This is an optimization exercise on Yosys and OpenROAD, whose aim is small area, not a production implementation.
The RTL was checked by simulation tests, not by an equivalence proof against the original design.
Power is estimated from default activity; no workload was simulated. No driver is modelled on the clock port, so clocking that relies on it looks cheaper here than on a real chip.

==> module ll_mngr, before the edit <==
module ll_mngr (
  input  logic        clk,
  input  logic        reset_n,
  input  logic        cmd_valid,
  input  logic [2:0]  cmd_op,
  input  logic [2:0]  cmd_list,
  input  logic [5:0]  cmd_pos,
  input  logic [15:0] cmd_data,
  output logic        idle,
  output logic        resp_valid,
  output logic [1:0]  resp_status,
  output logic [15:0] resp_data
);
  localparam logic [1:0] S_IDLE = 2'd0;
  localparam logic [1:0] S_WAIT = 2'd1;
  localparam logic [1:0] S_ENDS = 2'd2;
  localparam logic [1:0] S_LAP  = 2'd3;
  logic [495:0] r_q;
  logic [47:0]  ends_q;
  logic [15:0]  c_q;
  logic [2:0]   k_q;
  logic [4:0]   pos_q;
  logic [1:0]   state_q;
  logic [2:0]   op_q;
  logic [2:0]   lst_q;
  logic [5:0]   x_q;
  logic [5:0]   y_q;
  logic [1:0]   st_q;
  logic         full_q;
  logic         clr_q;
  logic         win_q;
  wire [15:0] d_out = r_q[495:480];
  wire [5:0]  e_out = ends_q[47:42];
  wire is_dh  = (op_q == 3'd2);
  wire is_rp  = (op_q == 3'd3);
  wire is_rc  = (op_q == 3'd4);
  wire is_rt  = (op_q == 3'd5);
  wire is_ah  = (op_q == 3'd0);
  wire is_at  = (op_q == 3'd1);
  wire is_add = (op_q[2:1] == 2'd0);
  wire in_idle = (state_q == S_IDLE);
  wire in_ends = (state_q == S_ENDS);
  wire in_lap  = (state_q == S_LAP);
  wire strobe  = in_idle & cmd_valid;
  wire k_l    = (k_q == lst_q);
  wire k_lm1  = ({1'b0, k_q} + 4'd1) == {1'b0, lst_q};
  wire k_7    = (k_q == 3'd7);
  wire k_gel  = (k_q >= lst_q);
  wire e_eq_y = (e_out == y_q);
  wire       sub  = (is_rc & k_lm1) | (is_rp & k_l);
  wire [5:0] opnd = e_out ^ {6{sub}};
  logic [6:0] sum;
  logic [6:0] cy;
  always_comb begin
    cy[0] = sub;
    for (int i = 0; i < 6; i++) begin
      sum[i]  = x_q[i] ^ opnd[i] ^ cy[i];
      cy[i+1] = (x_q[i] & opnd[i]) | (cy[i] & (x_q[i] ^ opnd[i]));
    end
    sum[6] = cy[6];
  end
  wire       x_ge = sum[6];
  wire acc_en = in_ends & ((is_ah & k_lm1) | (is_at & k_l) | ((is_dh | is_rt) & k_7) |
                           (is_rp & k_lm1) | (is_rc & (k_lm1 | k_l)));
  wire y_en   = in_ends & (((is_dh | is_rp) & k_lm1) | (is_add & k_7));
  logic [1:0] st_nx;
  always_comb begin
    st_nx = st_q;
    if (in_ends & k_l & (is_dh | is_rp) & e_eq_y) st_nx = 2'd1;
    else if (in_ends & k_l & is_rp & x_ge)        st_nx = 2'd3;
  end
  wire inc = in_ends & is_add & k_gel & (st_q == 2'd0);
  wire dec = in_ends & is_dh & k_gel & (k_l ? ~e_eq_y : (st_q == 2'd0));
  logic [5:0] e_tog;
  logic       e_ones, e_zeros;
  always_comb begin
    e_ones  = 1'b1;
    e_zeros = 1'b1;
    for (int i = 0; i < 6; i++) begin
      e_tog[i] = (inc & e_ones) | (dec & e_zeros);
      e_ones   = e_ones & e_out[i];
      e_zeros  = e_zeros & ~e_out[i];
    end
  end
  wire [5:0] e_in = clr_q ? 6'd0 : (e_out ^ e_tog);
  wire ends_done = in_ends & k_7;
  wire go_lap    = (is_add | is_dh | is_rp) & (st_nx == 2'd0);
  wire x_31      = (x_q[4:0] == 5'd31);
  wire start_hit = (pos_q == x_q[4:0]) | (~full_q & x_31 & (pos_q == 5'd0));
  wire end_hit   = (pos_q == y_q[4:0]);
  wire win_op    = is_add | is_dh;
  wire start_now = in_lap & win_op & start_hit;
  wire inpath    = win_q | start_now;
  wire end_now   = in_lap & win_op & inpath & end_hit;
  wire add_full  = start_now & is_add & (y_q == 6'd31);
  wire cap       = in_lap & is_rp & start_hit;
  wire lap_end   = end_now | add_full | cap;
  wire hold_pos  = end_now & is_dh;
  wire       full_nx = add_full | (full_q & ~hold_pos);
  wire       two     = add_full & ~x_31;
  logic [4:0] pos_tog;
  logic       pos_run;
  always_comb begin
    pos_tog[0] = ~hold_pos & ~two;
    pos_run    = ~hold_pos & (two | pos_q[0]);
    for (int i = 1; i < 5; i++) begin
      pos_tog[i] = pos_run;
      pos_run    = pos_run & pos_q[i];
    end
  end
  wire [4:0] pos_p1  = pos_q ^ pos_tog;
  wire [4:0] pos_nx  = (~full_nx & (pos_p1 == 5'd31)) ? 5'd0 : pos_p1;
  wire [15:0] ring_in = inpath ? c_q : d_out;
  always_ff @(posedge clk) begin
    r_q    <= {r_q[479:0], ring_in};
    ends_q <= {ends_q[41:0], e_in};
  end
  always_ff @(posedge clk) begin
    if (!reset_n) begin
      state_q    <= S_IDLE;
      resp_valid <= 1'b0;
      k_q        <= 3'd0;
      pos_q      <= 5'd0;
      clr_q      <= 1'b1;
      full_q     <= 1'b0;
      win_q      <= 1'b0;
    end else begin
      k_q        <= k_q + 3'd1;
      pos_q      <= pos_nx;
      full_q     <= full_nx;
      win_q      <= inpath & ~end_now;
      resp_valid <= 1'b0;
      if (k_7) clr_q <= 1'b0;
      case (state_q)
        S_IDLE: if (cmd_valid) state_q <= S_WAIT;
        S_WAIT: if (k_7) state_q <= S_ENDS;
        S_ENDS: if (k_7) begin
          if (go_lap) state_q <= S_LAP;
          else begin
            state_q    <= S_IDLE;
            resp_valid <= 1'b1;
          end
        end
        S_LAP: if (lap_end) begin
          state_q    <= S_IDLE;
          resp_valid <= 1'b1;
        end
      endcase
    end
  end
  always_ff @(posedge clk) begin
    if (strobe) begin
      op_q  <= cmd_op;
      lst_q <= cmd_list;
      x_q   <= (cmd_op == 3'd3) ? {1'b0, cmd_pos[4:0]} : 6'd0;
      y_q   <= 6'd0;
      st_q  <= (cmd_op[2:1] == 2'd0 && full_q) ? 2'd2 :
               (cmd_op == 3'd3 && cmd_pos[5]) ? 2'd3 : 2'd0;
    end else begin
      if (acc_en) x_q <= sum[5:0];
      if (y_en)   y_q <= e_out;
      st_q <= st_nx;
    end
  end
  always_ff @(posedge clk) begin
    if (inpath | cap)           c_q <= d_out;
    else if (strobe & ~full_q)  c_q <= cmd_data;
  end
  wire csel = (op_q[2:1] == 2'b01) & (st_q == 2'd0);
  assign idle        = in_idle;
  assign resp_status = st_q;
  assign resp_data   = csel ? c_q : {10'd0, x_q & {6{op_q[2]}}};
endmodule
clock: 5.0 ns
lec_check: 0
cap_margin: 20
core_margin: 2
core_utilization: 60
cts_buf_list: sky130_fd_sc_hd__clkbuf_16
cts_cluster_diameter: 150
cts_cluster_size: 30
place_density: 0.7
slew_margin: 20
standard.sh (not shown) runs the stock make flow with config.mk's settings and CLKGATE_MAP_FILE= SYNTH_SCRIPT=/design/flow/synth_recipe.tcl, a recipe that flattens the netlist after the stock synthesis.
==> flow/flow/run.sh <==
#!/bin/bash
# Standard layout, with three changes:
#  - the port buffers are the smallest buffer cell;
#  - synthesis maps the logic with an area-oriented ABC script;
#  - clock tree synthesis inserts no dummy loads.
set -e
cp -r "$FLOW_HOME/scripts" ./scripts_local
printf 'strash\ndch -f\namap\ntopo\n' > scripts_local/abc_speed.script
export BUFFER_PORTS_ARGS="-buffer_cell sky130_fd_sc_hd__buf_1"
export CTS_ARGS="-sink_clustering_enable -repair_clock_nets -sink_clustering_size 30 -sink_clustering_max_diameter 150 -buf_list sky130_fd_sc_hd__clkbuf_16 -dont_use_dummy_load"
bash standard.sh SCRIPTS_DIR="$PWD/scripts_local" finish > standard.log 2>&1
Then changed:
--- a/flow/design.v
+++ b/flow/design.v
@@ -51,16 +51,7 @@
   wire e_eq_y = (e_out == y_q);
   wire       sub  = (is_rc & k_lm1) | (is_rp & k_l);
   wire [5:0] opnd = e_out ^ {6{sub}};
-  logic [6:0] sum;
-  logic [6:0] cy;
-  always_comb begin
-    cy[0] = sub;
-    for (int i = 0; i < 6; i++) begin
-      sum[i]  = x_q[i] ^ opnd[i] ^ cy[i];
-      cy[i+1] = (x_q[i] & opnd[i]) | (cy[i] & (x_q[i] ^ opnd[i]));
-    end
-    sum[6] = cy[6];
-  end
+  wire [6:0] sum  = {1'b0, x_q} + {1'b0, opnd} + {6'd0, sub};
   wire       x_ge = sum[6];
   wire acc_en = in_ends & ((is_ah & k_lm1) | (is_at & k_l) | ((is_dh | is_rt) & k_7) |
                            (is_rp & k_lm1) | (is_rc & (k_lm1 | k_l)));
@@ -73,18 +64,8 @@
   end
   wire inc = in_ends & is_add & k_gel & (st_q == 2'd0);
   wire dec = in_ends & is_dh & k_gel & (k_l ? ~e_eq_y : (st_q == 2'd0));
-  logic [5:0] e_tog;
-  logic       e_ones, e_zeros;
-  always_comb begin
-    e_ones  = 1'b1;
-    e_zeros = 1'b1;
-    for (int i = 0; i < 6; i++) begin
-      e_tog[i] = (inc & e_ones) | (dec & e_zeros);
-      e_ones   = e_ones & e_out[i];
-      e_zeros  = e_zeros & ~e_out[i];
-    end
-  end
-  wire [5:0] e_in = clr_q ? 6'd0 : (e_out ^ e_tog);
+  wire [5:0] e_in = (clr_q | ~reset_n) ? 6'd0 :
+                    e_out + (inc ? 6'd1 : dec ? 6'h3f : 6'd0);
   wire ends_done = in_ends & k_7;
   wire go_lap    = (is_add | is_dh | is_rp) & (st_nx == 2'd0);
   wire x_31      = (x_q[4:0] == 5'd31);
@@ -99,19 +80,8 @@
   wire lap_end   = end_now | add_full | cap;
   wire hold_pos  = end_now & is_dh;
   wire       full_nx = add_full | (full_q & ~hold_pos);
-  wire       two     = add_full & ~x_31;
-  logic [4:0] pos_tog;
-  logic       pos_run;
-  always_comb begin
-    pos_tog[0] = ~hold_pos & ~two;
-    pos_run    = ~hold_pos & (two | pos_q[0]);
-    for (int i = 1; i < 5; i++) begin
-      pos_tog[i] = pos_run;
-      pos_run    = pos_run & pos_q[i];
-    end
-  end
-  wire [4:0] pos_p1  = pos_q ^ pos_tog;
-  wire [4:0] pos_nx  = (~full_nx & (pos_p1 == 5'd31)) ? 5'd0 : pos_p1;
+  wire [5:0] pos_p1  = {1'b0, pos_q} + (hold_pos ? 6'd0 : (add_full & ~x_31) ? 6'd2 : 6'd1);
+  wire [4:0] pos_nx  = (~full_nx & (pos_p1 == 6'd31)) ? 5'd0 : pos_p1[4:0];
   wire [15:0] ring_in = inpath ? c_q : d_out;
   always_ff @(posedge clk) begin
     r_q    <= {r_q[479:0], ring_in};
Outcome: Clock power stays flat. Power is higher slightly. Combinational power came out higher by a little under a tenth. Final cell count is higher by a few percent. Synthesized cell count climbs by a few percent. Clock-buffer cell count does not change. Fmax increases by a few percent. Core utilization grows by 0.44 points. Area after synthesis increases slightly. Worst hold slack is worse by 13 ps.

## re-timing with driven ports
The results above use ideal ports. As a check the final layouts listed here were re-extracted and re-timed, cells and wires unchanged.
Step 1 (the two cells are an assumption about what drives the block):
set clk [get_ports {clk}]
set_driving_cell -lib_cell sky130_fd_sc_hd__clkbuf_16 $clk
set_driving_cell -lib_cell sky130_fd_sc_hd__buf_2 [delete_from_list [all_inputs] $clk]
Step 2 also shifts input and output timing later by t, the mid clock arrival at the registers, as if the neighbouring blocks saw the same clock.
Slacks: ideal / step 1 / step 2; pairs: ideal / step 1.
run | t (ns) | slack for setup (ns) | worst slew at a driven data input, ns
the first run | 0.574 | 0.412 / 0.412 / 0.412 | 0.06
the second run | 0.582 | 0.659 / 0.659 / 0.659 | 0.07
After both steps setup and hold are still met in every run listed.
